Context: an optimization exercise on an open-source flow, tuned for small area, a short achievable clock period and few clock cycles per item. The choices shown serve that exercise and are no tape-out recipe. The RTL was checked by simulation tests, not by an equivalence proof against the original design.

<file path="design/flow/config.mk">
export PLATFORM = sky130hd
export DESIGN_NAME = keyframe_tangent_unit
export DESIGN_NICKNAME = keyframe_tangent_unit
export VERILOG_FILES = /design/flow/design.v
export SDC_FILE = /design/flow/constraint.sdc
export NUM_CORES = 4
export LEC_CHECK = 0
export CAP_MARGIN = 20
export CORE_MARGIN = 2
export CORE_UTILIZATION = 40
export PLACE_DENSITY = 0.6
export SLEW_MARGIN = 20
</file>
<file path="design/flow/constraint.sdc">
create_clock -name core_clock -period 11.0 [get_ports {clock}]
set_input_delay 2.2000 -clock core_clock [delete_from_list [all_inputs] [get_ports {clock}]]
set_output_delay 2.2000 -clock core_clock [all_outputs]
set_load 0.01 [all_outputs]
</file>
<file path="design/flow/design.v">
`timescale 1ns / 1ps
`default_nettype none
package kft_pkg;
   localparam logic [1:0] MODE_SMOOTH = 2'd0;
   localparam logic [1:0] MODE_LINEAR = 2'd1;
   localparam logic [1:0] MODE_CONST  = 2'd2;
   localparam logic [3:0] CODE_AUTO   = 4'd4;
   localparam logic [3:0] CODE_LINEAR = 4'd2;
   localparam logic [3:0] CODE_CONST  = 4'd3;
   localparam logic [31:0] TAN_INF = 32'h7FFF_FFFF;
   typedef struct packed {
      logic [31:0] older_time;
      logic [31:0] older_value;
      logic [31:0] newer_time;
      logic [31:0] newer_value;
      logic [31:0] cur_time;
      logic [31:0] cur_value;
      logic [1:0]  keys_seen;
      logic        last;
      logic [1:0]  mode;
   } task_type;
endpackage
`default_nettype wire
`timescale 1ns / 1ps
`default_nettype none
module kft_queue
(
   input  wire logic     clock,
   input  wire logic     reset,
   input  wire logic     push,
   input  wire kft_pkg::task_type push_task,
   output logic          ready,
   output logic          valid,
   output kft_pkg::task_type      head,
   input  wire logic     pop
);
   kft_pkg::task_type mem0_ff, mem1_ff;
   logic       wptr_ff, wptr_in, rptr_ff, rptr_in;
   logic [1:0] count_ff, count_in;
   always_comb begin
      ready = (count_ff != 2'd2);
      valid = (count_ff != 2'd0);
      head = rptr_ff ? mem1_ff : mem0_ff;
      wptr_in = push ? ~wptr_ff : wptr_ff;
      rptr_in = pop ? ~rptr_ff : rptr_ff;
      count_in = count_ff + {1'b0, push} - {1'b0, pop};
   end
   always_ff @(posedge clock) begin
      if (push && !wptr_ff) begin
         mem0_ff <= push_task;
      end
      if (push && wptr_ff) begin
         mem1_ff <= push_task;
      end
   end
   always_ff @(posedge clock) begin
      if (reset) begin
         wptr_ff <= 1'b0;
         rptr_ff <= 1'b0;
         count_ff <= '0;
      end else begin
         wptr_ff <= wptr_in;
         rptr_ff <= rptr_in;
         count_ff <= count_in;
      end
   end
endmodule
`default_nettype wire
`timescale 1ns / 1ps
`default_nettype none
module kft_front
(
   input  wire logic        clock,
   input  wire logic        reset,
   input  wire logic        csr_wen,
   input  wire logic [1:0]  csr_wdata,
   input  wire logic        req_tvalid,
   output logic             req_tready,
   input  wire logic [63:0] req_tdata,
   input  wire logic        req_tlast,
   input  wire logic        q_ready,
   output logic             q_push,
   output kft_pkg::task_type         q_task
);
   logic [1:0]  mode_ff, mode_in;
   logic [31:0] older_time_ff, older_time_in, older_value_ff, older_value_in;
   logic [31:0] newer_time_ff, newer_time_in, newer_value_ff, newer_value_in;
   logic [1:0]  keys_seen_ff, keys_seen_in;
   always_comb begin
      req_tready = q_ready;
      q_push = req_tvalid && q_ready;
      q_task.older_time = older_time_ff;
      q_task.older_value = older_value_ff;
      q_task.newer_time = newer_time_ff;
      q_task.newer_value = newer_value_ff;
      q_task.cur_time = req_tdata[31:0];
      q_task.cur_value = req_tdata[63:32];
      q_task.keys_seen = keys_seen_ff;
      q_task.last = req_tlast;
      q_task.mode = mode_ff;
      mode_in = csr_wen ? csr_wdata : mode_ff;
      older_time_in = older_time_ff;
      older_value_in = older_value_ff;
      newer_time_in = newer_time_ff;
      newer_value_in = newer_value_ff;
      keys_seen_in = keys_seen_ff;
      if (q_push) begin
         older_time_in = newer_time_ff;
         older_value_in = newer_value_ff;
         newer_time_in = req_tdata[31:0];
         newer_value_in = req_tdata[63:32];
         if (req_tlast) begin
            keys_seen_in = 2'd0;
         end else if (keys_seen_ff != 2'd2) begin
            keys_seen_in = keys_seen_ff + 2'd1;
         end
      end
   end
   always_ff @(posedge clock) begin
      if (reset) begin
         mode_ff <= kft_pkg::MODE_SMOOTH;
         older_time_ff <= '0;
         older_value_ff <= '0;
         newer_time_ff <= '0;
         newer_value_ff <= '0;
         keys_seen_ff <= '0;
      end else begin
         mode_ff <= mode_in;
         older_time_ff <= older_time_in;
         older_value_ff <= older_value_in;
         newer_time_ff <= newer_time_in;
         newer_value_ff <= newer_value_in;
         keys_seen_ff <= keys_seen_in;
      end
   end
endmodule
`default_nettype wire
`timescale 1ns / 1ps
`default_nettype none
module kft_back
#(
   parameter int FRAC_BITS = 16
)
(
   input  wire logic        clock,
   input  wire logic        reset,
   input  wire logic        q_valid,
   input  wire kft_pkg::task_type    q_head,
   output logic             q_pop,
   output logic             rsp_tvalid,
   input  wire logic        rsp_tready,
   output logic [63:0]      rsp_tdata,
   output logic [9:0]       rsp_tuser,
   output logic             rsp_tlast
);
   localparam int NW = ((36 + FRAC_BITS + 1) / 2) * 2;
   localparam int CW = $clog2(NW / 2 + 1);
   localparam logic [52:0] LIM1 = 53'd1 << FRAC_BITS;
   localparam logic [52:0] LIM4 = 53'd4 << FRAC_BITS;
   typedef enum logic [2:0] {
      S_IDLE, S_DIFF, S_FLAGS, S_PLAN, S_DIV, S_FIX, S_EMIT
   } state_type;
   function automatic logic [33:0] mag34(input logic [33:0] v);
      mag34 = v[33] ? (~v + 34'd1) : v;
   endfunction
   function automatic logic tiny(input logic [33:0] m, input logic [52:0] lim);
      tiny = ({19'd0, m} * 53'd100000) < lim;
   endfunction
   state_type         state_ff, state_in;
   logic              job_ff, job_in, step_ff, step_in;
   logic              hp_ff, hp_in, hn_ff, hn_in, lastj_ff, lastj_in;
   logic [32:0]       dx1_ff, dx1_in, dy1_ff, dy1_in, dx2_ff, dx2_in, dy2_ff, dy2_in;
   logic [33:0]       dx_ff, dx_in, dy_ff, dy_in;
   logic              tdx1_ff, tdx1_in, tdx2_ff, tdx2_in, tdx_ff, tdx_in;
   logic              tdy4_ff, tdy4_in;
   logic [34:0]       rem_ff, rem_in;
   logic [NW-1:0]     quo_ff, quo_in;
   logic [33:0]       den_ff, den_in;
   logic              neg_ff, neg_in;
   logic [CW-1:0]     cnt_ff, cnt_in;
   logic [31:0]       tin_ff, tin_in, tout_ff, tout_in;
   logic              ov_ff, ov_in;
   logic [63:0]       od_ff, od_in;
   logic [9:0]        ou_ff, ou_in;
   logic              ol_ff, ol_in;
   logic [31:0] pt, pv, kt, kv, nt, nv;
   logic        is_lin, is_const, go_div, smooth_ok, neg1, neg2, nz1, nz2;
   logic [35:0] num, num_mag, a1x4, adyx3;
   logic [33:0] den, ady;
   logic [34:0] r0, r1;
   logic [NW-1:0] q0;
   logic [31:0] sat;
   logic [3:0]  code;
   logic        out_free;
   always_comb begin
      is_lin = (q_head.mode == kft_pkg::MODE_LINEAR);
      is_const = (q_head.mode == kft_pkg::MODE_CONST);
      code = is_const ? kft_pkg::CODE_CONST : (is_lin ? kft_pkg::CODE_LINEAR : kft_pkg::CODE_AUTO);
      out_free = !ov_ff || rsp_tready;
      if (!job_ff) begin
         pt = q_head.older_time;  pv = q_head.older_value;
         kt = q_head.newer_time;  kv = q_head.newer_value;
         nt = q_head.cur_time;    nv = q_head.cur_value;
      end else begin
         pt = q_head.newer_time;  pv = q_head.newer_value;
         kt = q_head.cur_time;    kv = q_head.cur_value;
         nt = '0;                 nv = '0;
      end
      nz1 = !tdx1_ff && (dy1_ff != '0);
      nz2 = !tdx2_ff && (dy2_ff != '0);
      neg1 = dy1_ff[32] ^ dx1_ff[32];
      neg2 = dy2_ff[32] ^ dx2_ff[32];
      smooth_ok = hp_ff && hn_ff && nz1 && nz2 && (neg1 == neg2);
      ady = mag34(dy_ff);
      a1x4 = {1'b0, mag34({dy1_ff[32], dy1_ff}), 1'b0} << 1;
      adyx3 = {2'b00, ady} + {1'b0, ady, 1'b0};
      go_div = 1'b0;
      num = '0;
      den = dx_ff;
      if (is_lin) begin
         if (!step_ff) begin
            go_div = hp_ff && !tdx1_ff;
            num = {{3{dy1_ff[32]}}, dy1_ff};
            den = {dx1_ff[32], dx1_ff};
         end else begin
            go_div = hn_ff && !tdx2_ff;
            num = {{3{dy2_ff[32]}}, dy2_ff};
            den = {dx2_ff[32], dx2_ff};
         end
      end else if (smooth_ok && !tdx_ff) begin
         priority if (a1x4 >= adyx3) begin
            go_div = 1'b1;
            num = tdy4_ff ? {{2{dy_ff[33]}}, dy_ff} : {dy2_ff[32], dy2_ff, 2'b00};
         end else if (a1x4 < {2'b00, ady}) begin
            go_div = !tdy4_ff;
            num = {dy1_ff[32], dy1_ff, 2'b00};
         end else begin
            go_div = 1'b1;
            num = {{2{dy_ff[33]}}, dy_ff};
         end
      end
      num_mag = num[35] ? (~num + 36'd1) : num;
      r0 = {rem_ff[33:0], quo_ff[NW-1]};
      q0 = quo_ff << 1;
      if (r0 >= {1'b0, den_ff}) begin
         r0 = r0 - {1'b0, den_ff};
         q0[0] = 1'b1;
      end
      r1 = {r0[33:0], q0[NW-1]};
      q0 = q0 << 1;
      if (r1 >= {1'b0, den_ff}) begin
         r1 = r1 - {1'b0, den_ff};
         q0[0] = 1'b1;
      end
      if (neg_ff) begin
         sat = (quo_ff > NW'(33'h0_8000_0000)) ? 32'h8000_0000 : (~quo_ff[31:0] + 32'd1);
      end else begin
         sat = (quo_ff > NW'(32'h7FFF_FFFF)) ? kft_pkg::TAN_INF : quo_ff[31:0];
      end
   end
   always_comb begin
      state_in = state_ff;
      job_in = job_ff;   step_in = step_ff;
      hp_in = hp_ff;     hn_in = hn_ff;     lastj_in = lastj_ff;
      dx1_in = dx1_ff;   dy1_in = dy1_ff;   dx2_in = dx2_ff;   dy2_in = dy2_ff;
      dx_in = dx_ff;     dy_in = dy_ff;
      tdx1_in = tdx1_ff; tdx2_in = tdx2_ff; tdx_in = tdx_ff;   tdy4_in = tdy4_ff;
      rem_in = rem_ff;   quo_in = quo_ff;   den_in = den_ff;   neg_in = neg_ff;
      cnt_in = cnt_ff;   tin_in = tin_ff;   tout_in = tout_ff;
      ov_in = ov_ff && !rsp_tready;
      od_in = od_ff;     ou_in = ou_ff;     ol_in = ol_ff;
      q_pop = 1'b0;
      unique case (state_ff)
         S_IDLE: begin
            if (q_valid) begin
               if (q_head.keys_seen != 2'd0) begin
                  job_in = 1'b0;
                  state_in = S_DIFF;
               end else if (q_head.last) begin
                  job_in = 1'b1;
                  state_in = S_DIFF;
               end else begin
                  q_pop = 1'b1;
               end
            end
         end
         S_DIFF: begin
            dx1_in = {kt[31], kt} - {pt[31], pt};
            dy1_in = {kv[31], kv} - {pv[31], pv};
            dx2_in = {nt[31], nt} - {kt[31], kt};
            dy2_in = {nv[31], nv} - {kv[31], kv};
            hp_in = job_ff ? (q_head.keys_seen != 2'd0) : (q_head.keys_seen == 2'd2);
            hn_in = !job_ff;
            lastj_in = job_ff;
            state_in = S_FLAGS;
         end
         S_FLAGS: begin
            dx_in = {dx1_ff[32], dx1_ff} + {dx2_ff[32], dx2_ff};
            dy_in = {dy1_ff[32], dy1_ff} + {dy2_ff[32], dy2_ff};
            tdx1_in = tiny(mag34({dx1_ff[32], dx1_ff}), LIM1);
            tdx2_in = tiny(mag34({dx2_ff[32], dx2_ff}), LIM1);
            tdx_in = tiny(mag34({dx1_ff[32], dx1_ff} + {dx2_ff[32], dx2_ff}), LIM1);
            tdy4_in = tiny(mag34({dy1_ff[32], dy1_ff} + {dy2_ff[32], dy2_ff}), LIM4);
            step_in = 1'b0;
            tin_in = '0;
            tout_in = '0;
            state_in = S_PLAN;
         end
         S_PLAN: begin
            if (is_const) begin
               tin_in = kft_pkg::TAN_INF;
               tout_in = kft_pkg::TAN_INF;
               state_in = S_EMIT;
            end else if (go_div) begin
               quo_in = NW'(num_mag) << FRAC_BITS;
               rem_in = '0;
               den_in = mag34(den);
               neg_in = num[35] ^ den[33];
               cnt_in = CW'(NW / 2);
               state_in = S_DIV;
            end else if (is_lin && !step_ff) begin
               step_in = 1'b1;
            end else begin
               state_in = S_EMIT;
            end
         end
         S_DIV: begin
            rem_in = r1;
            quo_in = q0;
            cnt_in = cnt_ff - CW'(1);
            if (cnt_ff == CW'(1)) begin
               state_in = S_FIX;
            end
         end
         S_FIX: begin
            if (is_lin && !step_ff) begin
               tin_in = sat;
               step_in = 1'b1;
               state_in = S_PLAN;
            end else if (is_lin) begin
               tout_in = sat;
               state_in = S_EMIT;
            end else begin
               tin_in = sat;
               tout_in = sat;
               state_in = S_EMIT;
            end
         end
         S_EMIT: begin
            if (out_free) begin
               ov_in = 1'b1;
               od_in = {tout_ff, tin_ff};
               ou_in = {code, code, 1'b1, is_const};
               ol_in = lastj_ff;
               if (!job_ff && q_head.last) begin
                  job_in = 1'b1;
                  state_in = S_DIFF;
               end else begin
                  q_pop = 1'b1;
                  state_in = S_IDLE;
               end
            end
         end
         default: state_in = S_IDLE;
      endcase
   end
   always_ff @(posedge clock) begin
      if (reset) begin
         state_ff <= S_IDLE;
         job_ff <= 1'b0;
         step_ff <= 1'b0;
         ov_ff <= 1'b0;
      end else begin
         state_ff <= state_in;
         job_ff <= job_in;
         step_ff <= step_in;
         ov_ff <= ov_in;
      end
      hp_ff <= hp_in;     hn_ff <= hn_in;     lastj_ff <= lastj_in;
      dx1_ff <= dx1_in;   dy1_ff <= dy1_in;   dx2_ff <= dx2_in;   dy2_ff <= dy2_in;
      dx_ff <= dx_in;     dy_ff <= dy_in;
      tdx1_ff <= tdx1_in; tdx2_ff <= tdx2_in; tdx_ff <= tdx_in;   tdy4_ff <= tdy4_in;
      rem_ff <= rem_in;   quo_ff <= quo_in;   den_ff <= den_in;   neg_ff <= neg_in;
      cnt_ff <= cnt_in;   tin_ff <= tin_in;   tout_ff <= tout_in;
      od_ff <= od_in;     ou_ff <= ou_in;     ol_ff <= ol_in;
   end
   assign rsp_tvalid = ov_ff;
   assign rsp_tdata = od_ff;
   assign rsp_tuser = ou_ff;
   assign rsp_tlast = ol_ff;
endmodule
`default_nettype wire
`timescale 1ns / 1ps
`default_nettype none
module keyframe_tangent_unit
#(
   parameter int FRAC_BITS = 16
)
(
   input  wire logic        clock,
   input  wire logic        reset,
   input  wire logic        csr_wen,
   input  wire logic [1:0]  csr_wdata,    
   input  wire logic        req_tvalid,
   output logic             req_tready,
   input  wire logic [63:0] req_tdata,    
   input  wire logic        req_tlast,
   output logic             rsp_tvalid,
   input  wire logic        rsp_tready,
   output logic [63:0]      rsp_tdata,    
   output logic [9:0]       rsp_tuser,    
   output logic             rsp_tlast
);
   kft_pkg::task_type push_task, head;
   logic     q_push, q_ready, q_valid, q_pop;
   kft_front u_front (
      .clock(clock), .reset(reset), .csr_wen(csr_wen), .csr_wdata(csr_wdata),
      .req_tvalid(req_tvalid), .req_tready(req_tready), .req_tdata(req_tdata),
      .req_tlast(req_tlast), .q_ready(q_ready), .q_push(q_push), .q_task(push_task)
   );
   kft_queue u_queue (
      .clock(clock), .reset(reset), .push(q_push), .push_task(push_task),
      .ready(q_ready), .valid(q_valid), .head(head), .pop(q_pop)
   );
   kft_back #(.FRAC_BITS(FRAC_BITS)) u_back (
      .clock(clock), .reset(reset), .q_valid(q_valid), .q_head(head), .q_pop(q_pop),
      .rsp_tvalid(rsp_tvalid), .rsp_tready(rsp_tready), .rsp_tdata(rsp_tdata),
      .rsp_tuser(rsp_tuser), .rsp_tlast(rsp_tlast)
   );
endmodule
`default_nettype wire
</file>
<file path="design/flow/run.sh">
#!/bin/bash
# synth_recipe.tcl (not shown) runs the flow's synth.tcl, then flattens the netlist and writes it again
# the make line also repeats each setting of config.mk as NAME=value (left out here)
make -C /OpenROAD-flow-scripts/flow DESIGN_CONFIG=/design/flow/config.mk WORK_HOME=/design/flow/orfs CLKGATE_MAP_FILE= SYNTH_SCRIPT=/design/flow/synth_recipe.tcl finish
</file>
==> results.txt <==
## worst max-delay path: cells and delay by family (launching register included)
kind | cells | cell delay, ns
buf+inv | 2 | 0.10
flops | 1 | 0.50
xor+xnor | 2 | 0.55
simple gates | 13 | 3.23
compound gates | 11 | 2.71
fa+ha+maj | 8 | 3.23
## layout make-up
cell class	count	area, um^2	share of cell area
clock inverters	69	917	0.00942
clock buffers	143	3020	0.0310
flip-flops and latches	1001	28600	0.294
diodes	6	15.0	0.000154
well taps	2854	3570	0.0367
multi-input cells	6632	54300	0.558
repair buffers	310	2860	0.0293
inverters	1071	4030	0.0414
## kinds of logic (layout without fill, tap and decap cells)
logic type	after synthesis	in the layout
adder cells (fa/ha/maj)	1512	1512
XOR/XNOR	607	607
AO/OA/AOI/OAI	1992	1992
other	2	18
AND/OR/NAND/NOR	2175	2175
flip-flops	1001	1001
multiplexers	334	334
buffers and inverters	1338	1593
## through the flow
stage	hold WS, ns	cells
5_1_grt	0.402	12084
6_report	0.388	12086
2_1_floorplan	0.400	8971
3_3_place_gp	0.403	11866
4_1_cts	0.385	12079
3_5_place_dp	0.405	11867
## metal layers
layer	track usage	vias to the layer above	wire length (um)
met1	0.319	32806	119000
met4	0.0459	2	4880
li1	-	32168	-
met2	0.343	1812	110000
met5	0	-	13
met3	0.0278	285	14100
## sequential cells by signal (all words and copies together) (netlist names), 33 cells and up
name,cells
u_back.quo_ff,52
u_queue.mem1_ff,197
u_back.dy2_ff,33
u_back.dx1_ff,33
u_back.dx_ff,34
u_back.dy1_ff,33
u_queue.mem0_ff,197
u_back.dx2_ff,33
u_back.rem_ff,34
u_back.den_ff,34
u_back.dy_ff,34
u_back.od_ff,64
## how the worst min path moves through the flow
stage	from	end	slack, ns	cells after the start
4_1_cts	u_back.tin_ff[19]	u_back.od_ff[19]	0.39	0
3_3_place_gp	u_back.lastj_ff	u_back.ol_ff	0.40	0
5_1_grt	u_back.tin_ff[19]	u_back.od_ff[19]	0.40	0
6_report	u_back.tout_ff[19]	u_back.od_ff[51]	0.39	0
3_5_place_dp	u_back.tin_ff[15]	u_back.od_ff[15]	0.40	0
2_1_floorplan	u_back.tin_ff[0]	u_back.od_ff[0]	0.40	0
## cell usage in the layout (no fill, tap or decap), drive strengths merged, types with 73 or more instances in the layout
master            n
inv            1074
ha             1067
edfxtp          859
nand2           711
a21oi           642
nor2            552
o21ai           456
xnor2           446
fa              445
mux2i           234
a21o            181
buf             166
xor2            161
clkdlybuf4s50   144
clkbuf          143
dfxtp           142
nor3            140
nand3           113
mux2            100
or3              86
o21a             85
nor4             82
nor2b            76
nand2b           73
## repair_timing
item,4_1_cts,5_1_grt
gates resized for setup,0,9
buffers inserted,0,0
endpoints found under the setup margin,0,2
==> summary.md <==
| Metric | Value |
|---|---|
| HP Class | `reg -> reg` |
| Max-slew violation count | `0` |
| Final core utilization | `0.447` |
| Max clock buf depth | `3` |
| CTS Root Buffer Type | `clkbuf_16` |
| Xor/xnor cell area share of the yosys netlist | `0.0605` |
| Routability-driven placement congestion ratio | `0.933` |
| Simple-gate area share of the yosys netlist | `0.119` |
| Number of optimization iterations in the first detailed-route pass | `6` |
| Main combinational cell family by area after synthesis | `adder cells` |
| Number of violations of the max-capacitance limit | `0` |
| Run status | `complete, no violations` |
| Total of hold buffers inserted after clock tree synthesis | `0` |
| Skew-Pair Late Insertion Delay | `0.82 ns` |
| Worst-path clk slew | `0.06 ns` |
| Category of the worst setup path launch point | `flip-flop` |
| Transition time of the tightest slew-check pin | `1.13 ns` |
| Vias in the first global route | `66.1k` |
| Number of buffers added by the clock tree synthesis step | `112` |
| Routed WL | `248000 um` |
| Layout cells sized above 1 | `0.0594` |
| Cell with the biggest individual delay on the critical path | `or4b_2` |
| Top cell types by occurrence after synthesis | `1069 x inv_1, 1067 x ha_1, 859 x edfxtp_1` |
| Die Footprint | `223000 um^2` |
| Slack of the worst reg-to-reg path | `0.45 ns` |
| Final-stage net count | `10.7k` |
| Port Buf Inserts | `145` |
| Filler cell count | `20.5k` |
| Final clock period utilization by the worst path | `0.959` |
| Beginning of the critical path | `u_back.dy1_ff[0]` |
| Worst Path Arrival | `11.09 ns` |
| Most area-consuming cells after synthesis | `edfxtp_1 29%, ha_1 15%, fa_1 10%` |
| Endpoint kind of the worst setup timing path | `flip-flop` |
| Worst R2R Start | `u_back.dy1_ff[0]` |
| Maximum level of the CTS H-tree | `3` |
| Detailed-route wire length per cell | `20.5 um` |
| Arithmetic-cell share of the synthesized area counting full adders, half adders and majority gates | `0.254` |
| Via-per-instance ratio | `5.55` |
| Capture point of the critical path | `u_back.tdy4_ff` |
| Cell area after placement | `93300 um^2` |
| R2R Path End | `u_back.tdy4_ff` |
| Floorplan row count | `171` |
| Dominant synthesized flop cell | `edfxtp_1` |
| Mapped Avg Cell Area | `9.80 um^2` |
| Number of setup violations in the final report | `0` |
| Path type of the worst setup path | `reg -> reg` |
| Die X-Extent | `473 um` |
| Period minus WS final | `10.55 ns` |
| Largest net degree at the start of global routing | `147` |
| Die Ht | `473 um` |
| Synth warnings | `3` |
| Initial core utilization | `0.404` |
| Worst Reg-to-Reg Cells | `36` |
| Wire length of the first global-routing pass | `384000 um` |
| Summed instance area of the synthesized netlist | `87800 um^2` |
| Area overhead of the layout relative to synthesis | `10.9%` |
| Most frequent cell on the critical path | `nor4_1` |
| Unrepaired setup endpoints after global routing | `true` |
| Setup total negative slack | `0 ns` |
| Final clock skew | `0.0927 ns` |
| Final count of hold timing violations | `0` |
| Synthesized instance count | `8961` |
| Max Fclk | `94.8 MHz` |
| Post-place setup slack | `0.277 ns` |
| I/O pins | `149` |
| Number of vias after detailed routing | `67.1k` |
| Multiplexer fraction of the synthesized cell area | `0.0395` |
| Netlist cell types | `101` |
| Cell with the most instances after synthesis | `inv_1` |
| Clock tree from TritonCTS | `done` |
| Crit path max fanout | `7` |
| CP max stage delay | `0.65 ns` |
| Violation count after the first detailed-route iteration | `5334` |
| Part of the Yosys area used for sequential elements | `0.326` |
| Area of the core | `218000 um^2` |
| Complex-gate fraction of the synthesized area | `0.144` |
| Number of remaining DRC errors | `0` |
| Biggest area consumer among synthesized cells | `edfxtp_1` |
| Fraction of synthesis flops using an asynchronous set or reset pin | `0` |
| Worst relative slew slack | `0.236` |
| Total overflow reported by the global router | `0` |
| All-Layer GR Usage | `0.218` |
| Number of antenna violations at the first check in global routing | `13` |
| Synth top area share | `0.294` |
| Data required, critical path | `11.55 ns` |
| Count of flip-flops with a built-in enable after synthesis | `859` |
| Worst setup margin | `0.455 ns` |
| Antenna-violating nets left | `0` |
| Post-route cell area | `97300 um^2` |
| Count of state elements after synthesis | `1001` |
| HPWL after detailed placement | `197000 um` |
| Clock sink total | `1001` |
Testbench counts, summed over its fixed seeds: cycles 178,828, items 8,035.

[port drivers added, routing unchanged]
In the flow no input, the clock included, has a driving cell. The finished layout below was timed again as built, in two steps. Step 1 (the two cells are an assumption about what drives the block):
set clk [get_ports {clock}]
set_driving_cell -lib_cell sky130_fd_sc_hd__clkbuf_16 $clk
set_driving_cell -lib_cell sky130_fd_sc_hd__buf_2 [delete_from_list [all_inputs] $clk]
Step 2, shift: input delay + t, output delay - t, t = (earliest + latest rising clock arrival at the registers) / 2. This alone moves slack from input paths to output paths. Three values: ideal ports, drivers, drivers and shift; two values: the first two.
t, ns: 0.857
setup slack, ns: 0.455 / 0.455 / 0.455
slew at the worst register clock pin (ns): 0.07 / 0.07
worst slew at a driven data input, ns: 0.23
After both steps this run still meets setup and hold. The setup slack of this run moves by 0.000 ns with the drivers and by 0.000 ns with both steps.
